From an optimization exercise on the open Yosys and OpenROAD flow, aimed at small area, a short achievable clock period and few clock cycles per item; shortcuts taken in it are not production practice. Where RTL was checked, it was by simulation tests only, not by an equivalence proof against the original. The RTL of run 3 was laid out without a check of its function. Power and IR drop assume default switching activity.

File: design/flow/constraint.sdc
create_clock -name core_clock -period 8.0 [get_ports {clk}]
set_input_delay 1.6000 -clock core_clock [delete_from_list [all_inputs] [get_ports {clk}]]
set_output_delay 1.6000 -clock core_clock [all_outputs]
set_load 0.01 [all_outputs]
File: design/flow/design.v
`timescale 1ns / 1ps
`default_nettype none
package sule_pkg;
  localparam int DATA_W           = 32;
  localparam int REQ_W            = 2;
  localparam int STAT_W           = 2;
  localparam int OUT_W            = 6;
  localparam int DEFAULT_CAPACITY = 32;
  localparam logic [REQ_W-1:0] REQ_INSERT = 2'd0;
  localparam logic [REQ_W-1:0] REQ_REMOVE = 2'd1;
  localparam logic [REQ_W-1:0] REQ_SEARCH = 2'd2;
  localparam logic [STAT_W-1:0] ST_DONE    = 2'd0;
  localparam logic [STAT_W-1:0] ST_PRESENT = 2'd1;
  localparam logic [STAT_W-1:0] ST_ABSENT  = 2'd2;
  localparam logic [STAT_W-1:0] ST_FULL    = 2'd3;
endpackage
`default_nettype wire
`timescale 1ns / 1ps
`default_nettype none
module sule_ctrl #(
  parameter int CAPACITY = sule_pkg::DEFAULT_CAPACITY
) (
  input  wire logic                               clk,
  input  wire logic                               rst,
  input  wire logic                               req_valid,
  output logic                                    req_stall,
  input  wire logic [sule_pkg::REQ_W-1:0]         req_type,
  input  wire logic signed [sule_pkg::DATA_W-1:0] value,
  output logic                                    rsp_valid,
  input  wire logic                               rsp_stall,
  output logic [sule_pkg::STAT_W-1:0]             status,
  output logic [sule_pkg::OUT_W-1:0]              position,
  output logic [sule_pkg::OUT_W-1:0]              count,
  output logic signed [sule_pkg::DATA_W-1:0]      val,
  output logic                                    ins,
  output logic                                    rem,
  input  wire logic [CAPACITY-1:0]                lt,
  input  wire logic                               hit
);
  localparam int CW    = $clog2(CAPACITY + 1);
  localparam int DEPTH = 4;    
  localparam int RW    = sule_pkg::STAT_W + 2 * sule_pkg::OUT_W;
  logic                       s0_v;
  logic [sule_pkg::REQ_W-1:0] s0_type;
  logic                       accept;
  assign accept = req_valid & ~req_stall;
  always_ff @(posedge clk) begin
    val     <= value;
    s0_type <= req_type;
    if (rst) begin
      s0_v <= 1'b0;
    end else begin
      s0_v <= accept;
    end
  end
  logic [CW-1:0]               n_ent;
  logic                        full;
  logic                        is_ins, is_rem;
  logic                        ins_ok, rem_ok;
  logic [sule_pkg::STAT_W-1:0] st1;
  logic [CW-1:0]               n_next;
  assign full   = n_ent[CW-1];     
  assign is_ins = (s0_type == sule_pkg::REQ_INSERT);
  assign is_rem = (s0_type == sule_pkg::REQ_REMOVE);
  assign ins    = s0_v & is_ins;
  assign rem    = s0_v & is_rem;
  assign ins_ok = ins & ~hit & ~full;
  assign rem_ok = rem & hit;
  always_comb begin
    if (is_ins) begin
      st1 = hit  ? sule_pkg::ST_PRESENT :
            full ? sule_pkg::ST_FULL    : sule_pkg::ST_DONE;
    end else begin
      st1 = hit ? sule_pkg::ST_DONE : sule_pkg::ST_ABSENT;
    end
    n_next = n_ent;
    if (ins_ok) begin
      n_next = n_ent + CW'(1);
    end else if (rem_ok) begin
      n_next = n_ent - CW'(1);
    end
  end
  always_ff @(posedge clk) begin
    if (rst) begin
      n_ent <= '0;
    end else begin
      n_ent <= n_next;
    end
  end
  logic                        s1_v;
  logic [CAPACITY-1:0]         s1_lt;
  logic [sule_pkg::STAT_W-1:0] s1_st;
  logic [sule_pkg::OUT_W-1:0]  s1_cnt;
  always_ff @(posedge clk) begin
    s1_lt  <= lt;
    s1_st  <= st1;
    s1_cnt <= sule_pkg::OUT_W'(n_next);
    if (rst) begin
      s1_v <= 1'b0;
    end else begin
      s1_v <= s0_v;
    end
  end
  logic [2:0] c4 [8];
  logic [3:0] c8 [4];
  logic [4:0] c16 [2];
  logic [5:0] pos2;
  always_comb begin
    for (int g = 0; g < 8; g++) begin
      c4[g] = 3'(s1_lt[4*g]) + 3'(s1_lt[4*g+1]) + 3'(s1_lt[4*g+2]) + 3'(s1_lt[4*g+3]);
    end
    for (int g = 0; g < 4; g++) begin
      c8[g] = 4'(c4[2*g]) + 4'(c4[2*g+1]);
    end
    for (int g = 0; g < 2; g++) begin
      c16[g] = 5'(c8[2*g]) + 5'(c8[2*g+1]);
    end
    pos2 = 6'(c16[0]) + 6'(c16[1]);
  end
  logic [RW-1:0]    q_d [DEPTH];
  logic [DEPTH-1:0] q_v;
  logic [RW-1:0]    push_d;
  logic             pop;
  logic [RW-1:0]    src_d [DEPTH];
  logic [DEPTH-1:0] src_v;
  logic [DEPTH-1:0] put;
  assign push_d = {s1_st, pos2, s1_cnt};
  assign pop    = q_v[0] & ~rsp_stall;
  always_comb begin
    for (int j = 0; j < DEPTH; j++) begin
      if (pop) begin
        src_v[j] = (j + 1 < DEPTH) ? q_v[(j+1)%DEPTH] : 1'b0;
        src_d[j] = q_d[(j+1)%DEPTH];
      end else begin
        src_v[j] = q_v[j];
        src_d[j] = q_d[j];
      end
    end
    for (int j = 0; j < DEPTH; j++) begin
      put[j] = s1_v & ~src_v[j] & ((j == 0) ? 1'b1 : src_v[(j+DEPTH-1)%DEPTH]);
    end
  end
  always_ff @(posedge clk) begin
    for (int j = 0; j < DEPTH; j++) begin
      q_d[j] <= put[j] ? push_d : src_d[j];
    end
    if (rst) begin
      q_v <= '0;
    end else begin
      q_v <= src_v | put;
    end
  end
  assign rsp_valid = q_v[0];
  assign {status, position, count} = q_d[0];
  logic [2:0] inwork;
  logic [2:0] inwork_next;
  always_comb begin
    inwork_next = inwork + 3'(accept) - 3'(pop);
  end
  always_ff @(posedge clk) begin
    if (rst) begin
      inwork    <= '0;
      req_stall <= 1'b0;
    end else begin
      inwork    <= inwork_next;
      req_stall <= (inwork_next >= 3'(DEPTH));
    end
  end
endmodule
`default_nettype wire
`timescale 1ns / 1ps
`default_nettype none
module sule_dp #(
  parameter int CAPACITY = sule_pkg::DEFAULT_CAPACITY
) (
  input  wire logic                               clk,
  input  wire logic                               rst,
  input  wire logic signed [sule_pkg::DATA_W-1:0] val,    
  input  wire logic                               ins,    
  input  wire logic                               rem,    
  output logic [CAPACITY-1:0]                     lt,     
  output logic                                    hit     
);
  logic signed [sule_pkg::DATA_W-1:0] ent [CAPACITY];
  logic [CAPACITY-1:0]                vld;
  logic [CAPACITY-1:0]                eq;
  logic [CAPACITY-1:0]                all_below;
  logic [CAPACITY-1:0]                free1;
  always_comb begin
    for (int i = 0; i < CAPACITY; i++) begin
      eq[i] = vld[i] & (ent[i] == val);
      lt[i] = vld[i] & (ent[i] < val);
    end
    hit = |eq;
  end
  always_comb begin
    all_below[0] = 1'b1;
    for (int i = 1; i < CAPACITY; i++) begin
      all_below[i] = all_below[i-1] & vld[i-1];
    end
    free1 = ~vld & all_below;
  end
  always_ff @(posedge clk) begin
    for (int i = 0; i < CAPACITY; i++) begin
      if (free1[i]) begin
        ent[i] <= val;
      end
    end
  end
  always_ff @(posedge clk) begin
    if (rst) begin
      vld <= '0;
    end else begin
      vld <= (vld & ~({CAPACITY{rem}} & eq)) | ({CAPACITY{ins & ~hit}} & free1);
    end
  end
endmodule
`default_nettype wire
`timescale 1ns / 1ps
`default_nettype none
module sorted_unique_list_engine #(
  parameter int CAPACITY = sule_pkg::DEFAULT_CAPACITY
) (
  input  wire logic                               clk,
  input  wire logic                               rst,
  input  wire logic                               req_valid,
  output logic                                    req_stall,
  input  wire logic [sule_pkg::REQ_W-1:0]         req_type,
  input  wire logic signed [sule_pkg::DATA_W-1:0] value,
  output logic                                    rsp_valid,
  input  wire logic                               rsp_stall,
  output logic [sule_pkg::STAT_W-1:0]             status,
  output logic [sule_pkg::OUT_W-1:0]              position,
  output logic [sule_pkg::OUT_W-1:0]              count
);
  logic signed [sule_pkg::DATA_W-1:0] val;
  logic                               ins, rem;
  logic [CAPACITY-1:0]                lt;
  logic                               hit;
  sule_ctrl #(
    .CAPACITY (CAPACITY)
  ) u_ctrl (
    .clk       (clk),
    .rst       (rst),
    .req_valid (req_valid),
    .req_stall (req_stall),
    .req_type  (req_type),
    .value     (value),
    .rsp_valid (rsp_valid),
    .rsp_stall (rsp_stall),
    .status    (status),
    .position  (position),
    .count     (count),
    .val       (val),
    .ins       (ins),
    .rem       (rem),
    .lt        (lt),
    .hit       (hit)
  );
  sule_dp #(
    .CAPACITY (CAPACITY)
  ) u_dp (
    .clk (clk),
    .rst (rst),
    .val (val),
    .ins (ins),
    .rem (rem),
    .lt  (lt),
    .hit (hit)
  );
endmodule
`default_nettype wire
File: design/flow/config.mk
export PLATFORM = sky130hd
export DESIGN_NAME = sorted_unique_list_engine
export DESIGN_NICKNAME = sorted_unique_list_engine
export VERILOG_FILES = /design/flow/design.v
export SDC_FILE = /design/flow/constraint.sdc
export NUM_CORES = 4
export LEC_CHECK = 0
export ABC_CLOCK_PERIOD_IN_PS = 2800
export CAP_MARGIN = 20
export CORE_MARGIN = 2
export CORE_UTILIZATION = 40
export SETUP_SLACK_MARGIN = 5.0
export SLEW_MARGIN = 20
File: design/flow/run.sh
#!/bin/bash
# synth_recipe.tcl (not shown) runs the flow's synth.tcl, then flattens the netlist and writes it again
# the make line also repeats each setting of config.mk as NAME=value (left out here)
make -C /OpenROAD-flow-scripts/flow DESIGN_CONFIG=/design/flow/config.mk WORK_HOME=/design/flow/orfs CLKGATE_MAP_FILE= SYNTH_SCRIPT=/design/flow/synth_recipe.tcl finish
==> summary.md, run 1 <==
The number of DRC markers in iteration 0 is 4939. The synthesized design contains 1080 enable-type register cells. The layout overhead on the synthesized area works out to 25.2%. Entering global routing, the biggest net connects 45 pins.

The number of levels in the clock H-tree came out at 4. Counting flops and latches in the post-synthesis netlist gives 1201. In this run, post-CTS hold repair placed 0 buffers. The tools report the critical path startpoint category as a register. The number of sinks on the clock net is 1201. For this run, asynchronously set or reset flops after synthesis account for 0%.

Data arrives at the worst endpoint at 5090 ps. After detailed routing, the number of remaining DRC violations is 0. Yosys printed 8 warnings.

The area of the die is 156000 µm². The root buffer cell chosen for the clock tree is sky130_fd_sc_hd__clkbuf_16. Of all cell types, the one taking the most synthesized area is sky130_fd_sc_hd__edfxtp_1. The via count of the first global-routing pass is 41800, and the worst setup slack after layout is 3400 ps. Timing analysis after detailed placement gives a worst setup slack of 2000 ps. The cell area that synthesis handed to floorplanning was 61200 µm². The worst-case IR drop observed on VDD is 0.000174 V.

For this run, the total global-route usage over all layers was measured as 27.2%. Post-layout instance area: 76600 µm². The highest net fanout along the worst path came out at 4.

54 I/O pins were placed. The tools report the sequential cell area fraction in the yosys report as 56.9%. The category of the worst setup path capture point is a register. The number of nets handed over by synthesis was 5583. For this block, the routed nets add up to 218000 µm of wire.

The region available for standard cell placement spans 152000 µm². STA puts the critical path data required time at 8490 ps. The average vias per placed instance works out to 5.92. The global-route wire length before repair is 301000 µm, and the total via count in the routed design is 42700. In the final routed layout, each cell accounts on average for 30.2 µm. The final net count is 6191. The count of buffers added on input and output ports is 53.

For this configuration, the core starts out at a cell density of 40.3%. The run gives 24 as the number of antenna violations at the first check in global routing. Dividing total power by cell area gives a power density of 189 nW/µm². The fraction of synthesized cell area taken by the top area cell type came out at 53.0%.

The run gives 0 as the number of hold-slack violations in the final timing report. Setup violations remaining at the end of the flow were counted as 0. Setup total negative slack on the finished layout was measured at 0 ps.

Most frequently used flop master after synthesis: sky130_fd_sc_hd__edfxtp_1. The die is 395 µm wide. Final clock skew: 43.0 ps.

Setup repair after global routing could not meet its margin everywhere. TritonCTS built the clock tree. For the source-to-sink clock delay at the later pin of the worst-skew pair, the log shows 780 ps. For this run, the top clock speed supported by timing is 217 MHz.

The slew of the pin with the lowest slew margin is 1160 ps. The flow ran to the end and the layout has no timing, DRC or antenna violations. The critical path in this run is classified as register to register. The tools report the final hold slack as 474 ps.

The tools report the overall power of the completed layout as 14.5 mW. Yosys mapped the design onto 71 distinct sky130hd cell types. Summed over all layers, the global routing overflow is 0. The half-perimeter wire length after placement was 118000 µm; the average cell area after synthesis was 13.7 µm². In the final layout, the share of cells above drive strength 1 is 22.7%. Class of the tightest hold or removal check: register to register.

The clock-pin slew reported for the worst setup and hold paths after clock tree synthesis is 60 ps, and the clock period minus worst slack is 4600 ps. Fill cells in the final layout number 12800. Sorting the synthesized cells by how often they occur yields 1080 x sky130_fd_sc_hd__edfxtp_1, 1050 x sky130_fd_sc_hd__ha_1, 269 x sky130_fd_sc_hd__a21oi_1, 205 x sky130_fd_sc_hd__o21ai_0, 195 x sky130_fd_sc_hd__nand4_1. For the post-route antenna net violation count, the log shows 0. In the post-synthesis netlist, the cell with the most instances is sky130_fd_sc_hd__edfxtp_1. Measured against its own limit, the worst slew margin works out to 22.3%. For the area of placed instances, the log shows 65600 µm². The number of clock buffers added by TritonCTS is 137. The floorplan has 143 rows. For this design the static power due to leakage is 29.8 nW. The final count of pins violating max slew is 0, and the area used by sequential logic in the layout is 35000 µm². Max-cap violations in this run came to 0. Number of standard cells after synthesis: 4469.

Yosys attributes the largest share of cell area to sky130_fd_sc_hd__edfxtp_1 53%, sky130_fd_sc_hd__ha_1 21%, sky130_fd_sc_hd__dfxtp_1 4.0%. Routability-driven placement finished with a final weighted congestion of 0.873. The die is 395 µm tall. Summing all multi-input logic gate instances after layout gives 28500 µm². The number of buffers between clock root and the deepest sink came out at 3.

Dividing the final minimum period by the clock period gives 57.5%. The first detailed-routing pass ran for 5 iterations.
## cell type report
cell class              count  area share, %
repair buffers            488           7.23
diodes                      9         0.0294
clock buffers             187           4.96
multi-input cells        3094           37.2
well taps                2030           3.31
clock inverters            63          0.640
flip-flops and latches   1201           45.7
repair inverters            1        0.00980
inverters                 154          0.913
## power by group
| group | internal, mW | switching [mW] |
|---|---|---|
| clock | 3.50 | 2.62 |
| sequential | 6.87 | 0.0364 |
| combinational | 0.536 | 0.902 |
## registers in the layout, indices dropped and copies added, names as in the netlist, 3 cells and up
name,cells
u_ctrl.s1_cnt,6
u_ctrl.q_v,4
u_ctrl.val,32
u_dp.ent,1024
u_dp.vld,32
u_ctrl.q_d,56
u_ctrl.s1_lt,32
u_ctrl.n_ent,6
u_ctrl.inwork,3
## critical path: stages, from the launching register on
cell and delay [ps]:
sky130_fd_sc_hd__dfxtp_2 340, sky130_fd_sc_hd__ha_4 270, sky130_fd_sc_hd__inv_2 40, sky130_fd_sc_hd__fa_2 350, sky130_fd_sc_hd__inv_2 80, sky130_fd_sc_hd__ha_4 120, sky130_fd_sc_hd__inv_2 30, sky130_fd_sc_hd__fa_2 640
sky130_fd_sc_hd__inv_2 50, sky130_fd_sc_hd__fa_1 480, sky130_fd_sc_hd__fa_2 500, sky130_fd_sc_hd__fa_2 570, sky130_fd_sc_hd__ha_4 140, sky130_fd_sc_hd__inv_2 30, sky130_fd_sc_hd__fa_2 370, sky130_fd_sc_hd__xor2_4 220
sky130_fd_sc_hd__o21ai_1 80
## routing by layer
layer / up-vias / track usage, % / wire length (µm)
li1: 18800 / - / -
met1: 21400 / 35.8 / 88100
met2: 2037 / 43.1 / 97500
met3: 507 / 4.96 / 19400
met4: 6 / 13.5 / 13000
met5: - / 0 / 35
## final timing paths
path | from | end | slack, ps | depth (start not counted)
worst min-delay path | u_ctrl.val[20]$_DFF_P_ | u_dp.ent[12][20]$_DFFE_PP_ | 470 | 0
worst max-delay path | u_ctrl.s1_lt[8]$_DFF_P_ | u_ctrl.q_d[0][10]$_DFFE_PP_ | 3400 | 16
worst max register to register | u_ctrl.s1_lt[8]$_DFF_P_ | u_ctrl.q_d[0][10]$_DFFE_PP_ | 3400 | 16
worst min register to register | u_ctrl.val[20]$_DFF_P_ | u_dp.ent[12][20]$_DFFE_PP_ | 470 | 0
## through the flow
stage          cells  utilization [%]
5_1_grt         7218             50.4
6_report        7227             50.4
2_1_floorplan   4469                -
4_1_cts         7168             49.3
3_5_place_dp    6626             43.2
3_3_place_gp    6626             43.2
## cells in the final DEF (no fill, tap or decap), types with 68 or more instances in the layout
cell and instances:
sky130_fd_sc_hd__dfxtp_1 69, sky130_fd_sc_hd__nand4_1 195, sky130_fd_sc_hd__nor2_1 125, sky130_fd_sc_hd__o21ai_0 155, sky130_fd_sc_hd__buf_12 70, sky130_fd_sc_hd__buf_6 103, sky130_fd_sc_hd__clkbuf_16 146, sky130_fd_sc_hd__buf_4 225
sky130_fd_sc_hd__edfxtp_1 1080, sky130_fd_sc_hd__a21oi_1 218, sky130_fd_sc_hd__nand2b_1 73, sky130_fd_sc_hd__nand3_1 82, sky130_fd_sc_hd__ha_1 980, sky130_fd_sc_hd__a21o_1 190, sky130_fd_sc_hd__nor2b_1 128, sky130_fd_sc_hd__ha_4 68
sky130_fd_sc_hd__nand2_1 154, sky130_fd_sc_hd__inv_1 109, sky130_fd_sc_hd__o21a_1 91
## repair_timing
item | 4_1_cts | 5_1_grt
setup endpoints to repair | 562 | 449
gates resized for setup | 516 | 243
pin swaps | 192 | 188
cloned | 15 | 5
setup buffers | 277 | 45
## cell families (layout without fill, tap and decap cells)
kind of cell               Yosys count  after routing  synth area share [%]
adders and majority gates         1076           1076                  22.3
and+or+nand+nor                   1043           1046                  9.14
AOI/OAI and AO/OA                  890            890                  9.09
xor gates and xnor gates             9              9                 0.129
muxes                               73             73                  1.29
other                                0              9                     0
buffers and inverters              177            893                  1.12
DFF                               1201           1201                  56.9
Testbench counts, summed over its fixed seeds: cycles 4,024, items 4,000.
==> run 2: changes to the inputs <==
--- a/design/flow/config.mk
+++ b/design/flow/config.mk
@@ -6,8 +6,6 @@
 export NUM_CORES = 4
 export LEC_CHECK = 0
-export ABC_CLOCK_PERIOD_IN_PS = 2800
 export CAP_MARGIN = 20
 export CORE_MARGIN = 2
 export CORE_UTILIZATION = 40
-export SETUP_SLACK_MARGIN = 5.0
 export SLEW_MARGIN = 20
==> summary.md, run 2 <==
Upper clock frequency limit: 173 MHz (was 217 MHz). The tools report the clock buffer count from CTS as 135 (was 137). The class of the tightest hold or removal check is register to register (unchanged). The width of the chip was 395 µm (unchanged); the slew of the pin with the lowest slew margin was 1130 ps (was 1160 ps).

The tools report the worst path arrival time as 6470 ps (was 5090 ps). Most instantiated cells after synthesis: 1080 x sky130_fd_sc_hd__edfxtp_1, 1050 x sky130_fd_sc_hd__ha_1, 269 x sky130_fd_sc_hd__a21oi_1, 205 x sky130_fd_sc_hd__o21ai_0, 195 x sky130_fd_sc_hd__nand4_1 (unchanged). The logs give 39300 (was 41800) for the via count of the first global-routing pass and 11800 µm (was 19400 µm) for the routed length on met3.

For the final hold slack, the log shows 518 ps (was 474 ps). The critical path startpoint category was a register (unchanged). Fraction of power spent switching nets: 23.6% (was 24.6%).

Commonest cells after routing, fill and taps aside: 1080 x sky130_fd_sc_hd__edfxtp_1, 1050 x sky130_fd_sc_hd__ha_1, 269 x sky130_fd_sc_hd__a21oi_1 (was 1080 x sky130_fd_sc_hd__edfxtp_1, 980 x sky130_fd_sc_hd__ha_1, 225 x sky130_fd_sc_hd__buf_4). The run gives 54 (unchanged) as the count of boundary I/O pins. The topmost layer with routed signal wires is met5 (unchanged). The run gives 0.904 (was 0.873) as the routability-driven placement congestion ratio. Fraction of synthesized cell area taken by the top area cell type: 53.0% (unchanged). Regs by FF count: u_dp.ent: 1024 flops, u_ctrl.q_d: 56 flops (unchanged). The number of setup violations in the final report came out at 0 (unchanged).

The worst setup slack after layout was 2220 ps (was 3400 ps). The logs give 186000 µm (was 218000 µm) for the final wirelength and 87100 µm (was 97500 µm) for the detailed-routed wire length on met2. The number of synthesized register bits was 1201 (unchanged); the share of the core filled with cells in the final layout was 45.7% (was 50.4%). The number of sinks on the clock net was 1201 (unchanged); the final count of pins violating max slew was 0 (unchanged). The count of different cell masters after synthesis was 71 (unchanged); the clock-pin slew reported for the worst setup and hold paths after clock tree synthesis was 60 ps (about the same). The average routed wire per standard cell was 27.0 µm (was 30.2 µm); the fraction of registers with async set or reset after synthesis was 0% (unchanged). Setup repair after global routing left no endpoint under its margin.

Cell depth of the worst hold path: 1 (was 0). The commonest non-fill, non-tap cell in the layout is sky130_fd_sc_hd__edfxtp_1 (unchanged). The leading area contributor after synthesis was sky130_fd_sc_hd__edfxtp_1 (unchanged). The run gives 122000 µm (was 118000 µm) as the half-perimeter wire length after placement.

The layout overhead on the synthesized area was 13.4% (was 25.2%). The run gives 45 (unchanged) as the maximum number of pins on one net before global-route repair. The final net count was 5855 (was 6191). The number of flops mapped to enable cells by yosys works out to 1080 (unchanged).

Number of hold-slack violations in the final timing report: 0 (unchanged). Worst setup slack for register-to-register paths: 2220 ps (was 3400 ps). The terminating pin of the worst hold path was u_ctrl.s1_v$_SDFF_PP0_ (was u_dp.ent[12][20]$_DFFE_PP_).

The class of the most critical setup path is register to register (unchanged). The most frequent cell after synthesis is sky130_fd_sc_hd__edfxtp_1 (unchanged). The tools report the total nets after synthesis as 5583 (unchanged). Floorplan row count: 143 (unchanged). The category of the worst setup path capture point was a register (unchanged). The final clock skew came out at 35.1 ps (was 43.0 ps). For the area of the die, the log shows 156000 µm² (unchanged). The highest net fanout along the worst path works out to 33 (was 4). The run gives 8680 ps (was 8490 ps) as the data required time of the worst path. The number of buffers inserted by hold repair at cts is 0 (unchanged), and the number of filler instances in the final layout is 13500 (was 12800). The post-CTS setup-driven buffer insertion count was 0 (was 277). The logs give 0 (unchanged) for the number of max-capacitance violations reported and 3 (unchanged) for the number of buffers between clock root and the deepest sink. The clock power share came out at 42.6% (was 42.3%).

The power per cell area is 200 nW/µm² (was 189 nW/µm²), and the post-route fraction of the period consumed by the critical path is 72.3% (was 57.5%). The number of gates resized after CTS is 0 (was 516), and the first-pass iteration count of the detailed router is 6 (was 5). Residual overflow from global routing: 0 (unchanged).

The tools report the startpoint of the worst hold path as u_ctrl.s0_v$_SDFF_PP0_ (was u_ctrl.val[20]$_DFF_P_). The max-slew headroom at the worst pin is 24.7% (was 22.3%), and the total via count in the routed design is 39700 (was 42700). Capturing point of the worst reg2reg path: u_dp.vld[30]$_SDFF_PP0_ (was u_ctrl.q_d[0][10]$_DFFE_PP_). The number of levels in the clock H-tree is 4 (unchanged). The share of power burned in combinational logic is 7.5% (was 9.9%), and the sequential cell area fraction in the yosys report is 56.9% (unchanged).

The length in cells of the worst reg-to-reg path works out to 13 (was 16). The clock period minus worst slack is 5780 ps (was 4600 ps). The flow ran to the end and the layout has no timing, DRC or antenna violations. The peak supply drop came out at 0.000222 V (was 0.000174 V).

The average cell area after synthesis was 13.7 µm² (unchanged). The core footprint is 152000 µm² (unchanged). The logs give 23.6% (was 27.2%) for the overall fraction of global-route tracks in use and 80000 µm (was 88100 µm) for the length of routed wiring on met1. For the internal cell power, the log shows 10.6 mW (was 10.9 mW). For the total leakage power, the log shows 27.0 nW (was 29.8 nW).

For the worst slack at placement, the log shows 2300 ps (was 2000 ps). The number of DRC markers in iteration 0 is 3562 (was 4939). Register with the highest flop count: u_dp.ent (unchanged). Worst flop-to-flop path startpoint: u_ctrl.val[20]$_DFF_P_ (was u_ctrl.s1_lt[8]$_DFF_P_).

The number of warnings issued by yosys was 8 (unchanged). For the total placed cells including tap cells, the log shows 6630 (was 6626). Top post-synthesis cells by area: sky130_fd_sc_hd__edfxtp_1 53%, sky130_fd_sc_hd__ha_1 21%, sky130_fd_sc_hd__dfxtp_1 4.0% (unchanged). Post-route setup TNS: 0 ps (unchanged). The most frequently used flop master after synthesis was sky130_fd_sc_hd__edfxtp_1 (unchanged). The cell area after synthesis is 61200 µm² (unchanged). The run gives 0 (unchanged) as the post-route antenna net violation count.

For the total net switching power, the log shows 3.28 mW (was 3.56 mW). The source-to-sink clock delay at the later pin of the worst-skew pair was 780 ps (about the same). The tools report the library cell used as clock root buffer as sky130_fd_sc_hd__clkbuf_16 (unchanged).

For the global-route wire length before repair, the log shows 267000 µm (was 301000 µm). The number of standard cells after synthesis was 4469 (unchanged); the sequential cell fraction of total power was 49.9% (was 47.8%). The number of antenna violations at the first check in global routing came out at 8 (was 24). The tools report the number of remaining DRC errors as 0 (unchanged). The proportion of layout cells with a drive suffix above 1 is 9.07% (was 22.7%), and the final standard cell count with taps included and fillers excluded is 6881 (was 7227).

The overall die height works out to 395 µm (unchanged). The area used by sequential logic in the layout was 34900 µm² (was 35000 µm²); the average vias per placed instance was 5.77 (was 5.92). The initial standard-cell utilization of the core was 40.3% (unchanged); the number of flip-flops under the largest register name was 1024 (unchanged). The multi-input combinational cell area was 25900 µm² (was 28500 µm²).

The count of input and output buffers works out to 53 (unchanged). TritonCTS built the clock tree.
## run 2: worst max path at each step
stage                           start                        end  cells after the start
2_1_floorplan  u_dp.vld[1]$_SDFF_PP0_  u_dp.ent[29][0]$_DFFE_PP_                      7
3_3_place_gp   u_ctrl.val[20]$_DFF_P_    u_dp.vld[30]$_SDFF_PP0_                     13
3_5_place_dp   u_ctrl.val[20]$_DFF_P_    u_dp.vld[30]$_SDFF_PP0_                     13
4_1_cts        u_ctrl.val[20]$_DFF_P_    u_dp.vld[30]$_SDFF_PP0_                     13
5_1_grt        u_ctrl.val[20]$_DFF_P_    u_dp.vld[30]$_SDFF_PP0_                     13
6_report       u_ctrl.val[20]$_DFF_P_    u_dp.vld[30]$_SDFF_PP0_                     13
## run 2: metal layers
layer,track usage (%),vias up
li1,-,18100
met1,31.6,19900
met2,38.9,1451
met3,3.16,298
met4,8.90,4
met5,0,-
## run 2: power by group through the flow
stage	logic, mW	clock network (mW)	registers, mW
2_1_floorplan	0.549	0	7.07
3_3_place_gp	1.02	0	7.05
5_1_grt	1.15	6.23	6.92
3_5_place_dp	1.03	0	7.05
6_report	1.04	5.92	6.92
4_1_cts	1.04	6.01	6.92
## run 2: area by class of cell
cell class / count / share of cell area, %
flip-flops and latches: 1201 / 50.3
multi-input cells: 3091 / 37.3
clock buffers: 202 / 5.56
well taps: 2030 / 3.66
repair buffers: 158 / 1.99
inverters: 154 / 0.833
clock inverters: 43 / 0.433
diodes: 2 / 0.00721
## run 2: cell families after synthesis
kind of cell / synth area share, %
compound gates: 9.09
xor+xnor: 0.129
fa+ha+maj: 22.3
buf+inv: 1.12
flops: 56.9
mux: 1.29
simple gates: 9.14
## run 2: through the flow
stage / total power [mW] / area [µm²]
6_report: 13.9 / 69400
5_1_grt: 14.3 / 69400
4_1_cts: 14.0 / 69300
3_5_place_dp: 8.09 / 65200
3_3_place_gp: 8.07 / 65200
2_1_floorplan: 7.62 / 61200
## run 2: worst max-delay path, stage by stage (launching register included)
cell	delay [ps]
sky130_fd_sc_hd__dfxtp_2	970
sky130_fd_sc_hd__inv_2	510
sky130_fd_sc_hd__buf_4	400
sky130_fd_sc_hd__ha_1	360
sky130_fd_sc_hd__nand4_1	80
sky130_fd_sc_hd__nor2_1	70
sky130_fd_sc_hd__and4_1	250
sky130_fd_sc_hd__a21boi_0	560
sky130_fd_sc_hd__nand4_1	390
sky130_fd_sc_hd__or4b_4	760
sky130_fd_sc_hd__nor2_4	490
sky130_fd_sc_hd__buf_4	410
sky130_fd_sc_hd__a41oi_1	160
sky130_fd_sc_hd__nor3_1	210
==> run 3: changes to the inputs <==
--- a/design/flow/design.v
+++ b/design/flow/design.v
@@ -33,4 +33,5 @@
   output logic [sule_pkg::OUT_W-1:0]              count,
   output logic signed [sule_pkg::DATA_W-1:0]      val,
+  output logic [sule_pkg::DATA_W-1:0]             val_n,
   output logic                                    ins,
   output logic                                    rem,
@@ -47,4 +48,5 @@
   always_ff @(posedge clk) begin
     val     <= value;
+    val_n   <= ~value;
     s0_type <= req_type;
     if (rst) begin
@@ -177,4 +179,5 @@
   input  wire logic                               rst,
   input  wire logic signed [sule_pkg::DATA_W-1:0] val,    
+  input  wire logic [sule_pkg::DATA_W-1:0]        val_n,  
   input  wire logic                               ins,    
   input  wire logic                               rem,    
@@ -187,8 +190,24 @@
   logic [CAPACITY-1:0]                all_below;
   logic [CAPACITY-1:0]                free1;
+  function automatic logic [1:0] cmp_lt_eq(input logic [sule_pkg::DATA_W-1:0] a,
+                                           input logic [sule_pkg::DATA_W-1:0] b,
+                                           input logic [sule_pkg::DATA_W-1:0] bn);
+    logic [sule_pkg::DATA_W-1:0] l, q, au, bu, bnu;
+    au  = a ^ {1'b1, {(sule_pkg::DATA_W-1){1'b0}}};
+    bu  = b ^ {1'b1, {(sule_pkg::DATA_W-1){1'b0}}};
+    bnu = bn ^ {1'b1, {(sule_pkg::DATA_W-1){1'b0}}};
+    l   = ~au & bu;
+    q   = (au & bu) | (~au & bnu);
+    for (int w = sule_pkg::DATA_W / 2; w >= 1; w = w / 2) begin
+      for (int j = 0; j < w; j++) begin
+        l[j] = l[2*j+1] | (q[2*j+1] & l[2*j]);
+        q[j] = q[2*j+1] & q[2*j];
+      end
+    end
+    cmp_lt_eq = {l[0], q[0]};
+  endfunction
   always_comb begin
     for (int i = 0; i < CAPACITY; i++) begin
-      eq[i] = vld[i] & (ent[i] == val);
-      lt[i] = vld[i] & (ent[i] < val);
+      {lt[i], eq[i]} = cmp_lt_eq(ent[i], val, val_n) & {2{vld[i]}};
     end
     hit = |eq;
@@ -235,4 +254,5 @@
 );
   logic signed [sule_pkg::DATA_W-1:0] val;
+  logic [sule_pkg::DATA_W-1:0]        val_n;
   logic                               ins, rem;
   logic [CAPACITY-1:0]                lt;
@@ -253,4 +273,5 @@
     .count     (count),
     .val       (val),
+    .val_n     (val_n),
     .ins       (ins),
     .rem       (rem),
@@ -264,4 +285,5 @@
     .rst (rst),
     .val (val),
+    .val_n (val_n),
     .ins (ins),
     .rem (rem),
--- a/design/flow/config.mk
+++ b/design/flow/config.mk
@@ -6,6 +6,8 @@
 export NUM_CORES = 4
 export LEC_CHECK = 0
+export ABC_CLOCK_PERIOD_IN_PS = 2800
 export CAP_MARGIN = 20
 export CORE_MARGIN = 2
 export CORE_UTILIZATION = 40
+export SETUP_SLACK_MARGIN = 5.0
 export SLEW_MARGIN = 20
==> summary.md, run 3 <==
The slew of the pin with the lowest slew margin is 1190 ps (was 1130 ps), and the area of placed instances is 68200 µm² (was 65200 µm²). The number of flip-flops under the largest register name came out at 1024 (unchanged). The library cell used as clock root buffer was sky130_fd_sc_hd__clkbuf_16 (unchanged). The tools report the core footprint as 161000 µm² (was 152000 µm²). The clock period minus worst slack was 4390 ps (was 5780 ps). The register with the highest flop count is u_dp.ent (unchanged).

The number of antenna violations at the first check in global routing was 16 (was 8); the final clock skew was 24.7 ps (was 35.1 ps). Highest net fanout along the worst path: 4 (was 33). Leading area contributor after synthesis: sky130_fd_sc_hd__edfxtp_1 (unchanged). Commonest cells after routing, fill and taps aside: 1080 x sky130_fd_sc_hd__edfxtp_1, 574 x sky130_fd_sc_hd__nor2_1, 558 x sky130_fd_sc_hd__mux2i_1 (was 1080 x sky130_fd_sc_hd__edfxtp_1, 1050 x sky130_fd_sc_hd__ha_1, 269 x sky130_fd_sc_hd__a21oi_1). For the post-route setup TNS, the log shows 0 ps (unchanged).

The clock-pin slew reported for the worst setup and hold paths after clock tree synthesis came out at 60 ps (about the same). The number of DRC markers in iteration 0 is 9342 (was 3562). Regs by FF count: u_dp.ent: 1024 flops, u_ctrl.q_d: 56 flops (unchanged). The half-perimeter wire length after placement came out at 145000 µm (was 122000 µm). Most instantiated cells after synthesis: 1080 x sky130_fd_sc_hd__edfxtp_1, 596 x sky130_fd_sc_hd__nor2_1, 580 x sky130_fd_sc_hd__mux2i_1, 571 x sky130_fd_sc_hd__o21ai_0, 376 x sky130_fd_sc_hd__a211oi_1 (was 1080 x sky130_fd_sc_hd__edfxtp_1, 1050 x sky130_fd_sc_hd__ha_1, 269 x sky130_fd_sc_hd__a21oi_1, 205 x sky130_fd_sc_hd__o21ai_0, 195 x sky130_fd_sc_hd__nand4_1).

The post-route fraction of the period consumed by the critical path is 54.8% (was 72.3%), and the global-route wire length before repair is 375000 µm (was 267000 µm). Worst setup slack after layout: 3610 ps (was 2220 ps). TritonCTS built the clock tree. The residual overflow from global routing is 0 (unchanged), and the number of buffers between clock root and the deepest sink is 3 (unchanged). The count of input and output buffers was 53 (unchanged); the number of setup violations in the final report was 0 (unchanged).

The run gives 60 (was 45) as the maximum number of pins on one net before global-route repair. The tools report the total via count in the routed design as 56700 (was 39700). The tools report the clock buffer count from CTS as 142 (was 135).

Class of the tightest hold or removal check: register to register (unchanged). Category of the worst setup path capture point: a register (unchanged). The fraction of registers with async set or reset after synthesis came out at 0% (unchanged).

Number of warnings issued by yosys: 8 (unchanged). The number of filler instances in the final layout came out at 13600 (was 13500). The proportion of layout cells with a drive suffix above 1 is 22.9% (was 9.07%).

The number of flops mapped to enable cells by yosys was 1080 (unchanged). The source-to-sink clock delay at the later pin of the worst-skew pair is 810 ps (was 780 ps). First-pass iteration count of the detailed router: 12 (was 6).

The power per cell area works out to 186 nW/µm² (was 200 nW/µm²). The flow ran to the end and the layout has no timing, DRC or antenna violations. For the final hold slack, the log shows 510 ps (was 518 ps). The critical path startpoint category was a register (unchanged). Average vias per placed instance: 6.65 (was 5.77). The count of different cell masters after synthesis is 78 (was 71).

The count of boundary I/O pins is 54 (unchanged). The number of synthesized register bits was 1233 (was 1201); the share of the core filled with cells in the final layout was 51.3% (was 45.7%). The floorplan row count is 147 (was 143), and the max-slew headroom at the worst pin is 20.4% (was 24.7%). The via count of the first global-routing pass was 52400 (was 39300). The final standard cell count with taps included and fillers excluded came out at 8526 (was 6881). The logs give 54.7% (was 56.9%) for the sequential cell area fraction in the yosys report and 5020 ps (was 6470 ps) for the worst path arrival time. The overall power of the completed layout is 15.4 mW (was 13.9 mW). The number of hold-slack violations in the final timing report came out at 0 (unchanged). Final count of pins violating max slew: 0 (unchanged). Setup repair after global routing could not meet its margin everywhere. The tools report the number of standard cells after synthesis as 5866 (was 4469). The total placed cells including tap cells is 7841 (was 6630). The number of max-capacitance violations reported came out at 0 (unchanged). The total nets after synthesis came out at 5956 (was 5583). The overall die height was 407 µm (was 395 µm); the total leakage power was 29.0 nW (was 27.0 nW). The width of the chip came out at 407 µm (was 395 µm). The commonest non-fill, non-tap cell in the layout was sky130_fd_sc_hd__edfxtp_1 (unchanged).

The initial standard-cell utilization of the core is 40.3% (about the same). The tools report the post-layout instance area as 82500 µm² (was 69400 µm²). The number of remaining DRC errors was 0 (unchanged); the data required time of the worst path was 8630 ps (was 8680 ps).

The overall fraction of global-route tracks in use was 31.5% (was 23.6%); the number of levels in the clock H-tree was 4 (unchanged). The most frequently used flop master after synthesis was sky130_fd_sc_hd__edfxtp_1 (unchanged). The final net count is 6340 (was 5855).

The number of sinks on the clock net is 1233 (was 1201). The most frequent cell after synthesis is sky130_fd_sc_hd__edfxtp_1 (unchanged). The tools report the post-route antenna net violation count as 0 (unchanged). For the cell area after synthesis, the log shows 64800 µm² (was 61200 µm²). Top post-synthesis cells by area: sky130_fd_sc_hd__edfxtp_1 50%, sky130_fd_sc_hd__mux2i_1 9.0%, sky130_fd_sc_hd__dfxtp_1 4.7% (was sky130_fd_sc_hd__edfxtp_1 53%, sky130_fd_sc_hd__ha_1 21%, sky130_fd_sc_hd__dfxtp_1 4.0%).

The upper clock frequency limit came out at 228 MHz (was 173 MHz). The run gives 0.000185 V (was 0.000222 V) as the peak supply drop. The class of the most critical setup path is register to register (unchanged). The layout overhead on the synthesized area was 27.2% (was 13.4%). The fraction of synthesized cell area taken by the top area cell type was 50.0% (was 53.0%); the routability-driven placement congestion ratio was 0.954 (was 0.904).

The area of the die is 165000 µm² (was 156000 µm²). The average routed wire per standard cell works out to 31.9 µm (was 27.0 µm). For the worst slack at placement, the log shows 3170 ps (was 2300 ps).

The average cell area after synthesis was 11.1 µm² (was 13.7 µm²); the final wirelength was 272000 µm (was 186000 µm).
-- run 3: worst max-delay path, stage by stage (launching register included) --
cell and delay (ps):
sky130_fd_sc_hd__dfxtp_2 330, sky130_fd_sc_hd__ha_4 250, sky130_fd_sc_hd__inv_2 30, sky130_fd_sc_hd__fa_2 350, sky130_fd_sc_hd__inv_2 70, sky130_fd_sc_hd__ha_4 120, sky130_fd_sc_hd__inv_2 30, sky130_fd_sc_hd__fa_1 510
sky130_fd_sc_hd__inv_2 40, sky130_fd_sc_hd__fa_1 550, sky130_fd_sc_hd__fa_1 430, sky130_fd_sc_hd__fa_1 540, sky130_fd_sc_hd__ha_4 150, sky130_fd_sc_hd__inv_2 30, sky130_fd_sc_hd__fa_2 370, sky130_fd_sc_hd__xor2_4 180
sky130_fd_sc_hd__o31ai_2 240
-- run 3: area by class of cell --
class	instances	area [µm²]	share of cell area, %
multi-input combinational	4061	30400	36.8
tap	2160	2700	3.28
clock buffer	197	3970	4.82
timing repair inverter	5	51.3	0.0622
timing repair buffer	618	8310	10.1
clock inverter	61	547	0.663
inverter	189	846	1.03
sequential	1233	35700	43.3
antenna	2	5.00	0.00607
-- run 3: metal layers --
metal	GRT usage [%]	routed length [µm]	vias to the layer above
li1	-	-	23600
met1	41.4	102000	28200
met2	46.6	117000	4014
met3	8.59	34700	824
met4	17.9	18300	8
met5	0	182	-
-- run 3: what timing repair did --
action	in CTS	in global routing
hold buffers	0	0
cloned	56	12
resized for setup	818	259
setup buffers	292	64
pin swaps	200	165
endpoints found under the setup margin	640	605
-- run 3: power breakdown --
group	switching, mW	leakage (nW)	internal, mW
clock	2.75	2.22	3.76
sequential	0.0723	11.0	7.04
combinational	1.12	15.7	0.633
-- run 3: final timing paths --
path / from / depth (start not counted) / endpoint / slack [ps]
setup / recovery: u_ctrl.s1_lt[28]$_DFF_P_ / 16 / u_ctrl.q_d[1][10]$_DFFE_PP_ / 3610
hold / removal: u_ctrl.inwork[1]$_SDFF_PP0_ / 2 / u_ctrl.inwork[2]$_SDFF_PP0_ / 510
setup reg to reg: u_ctrl.s1_lt[28]$_DFF_P_ / 16 / u_ctrl.q_d[1][10]$_DFFE_PP_ / 3610
hold reg to reg: u_ctrl.inwork[1]$_SDFF_PP0_ / 2 / u_ctrl.inwork[2]$_SDFF_PP0_ / 510
-- run 3: cells by family after synthesis --
logic type,synth area share [%]
muxes,10.4
DFF,54.7
AOI/OAI and AO/OA,18.8
and+or+nand+nor,10.9
buffers and inverters,3.70
xor gates and xnor gates,0.0946
adders and majority gates,1.30

[re-timing with driven ports]
No port has a modelled driver above. Below, the same layouts with a new extraction and two added sets of constraints. Step 1 sets driving cells, clkbuf_16 on the clock port and buf_2 on the other inputs (assumed; they add their load-dependent delay and slew). Step 2 moves the port delays by t, midway between the first and last clock arrival at a register: inputs arrive t later, outputs are due t later. That takes back most of the time a late clock gives input paths. Three values: no drivers, after step 1, after step 2; two values: the first two.
run	t (ns)	setup slack, ns	hold slack, ns	pins driven straight from the clock port
run 1	0.839	3.400 / 3.400 / 3.400	0.474 / 0.474 / 0.474	1
run 2	0.845	2.217 / 2.217 / 2.217	0.518 / 0.518 / 0.518	1
run 3	0.879	3.612 / 3.612 / 3.612	0.510 / 0.510 / 0.510	1
After both steps every run listed still meets setup and hold.
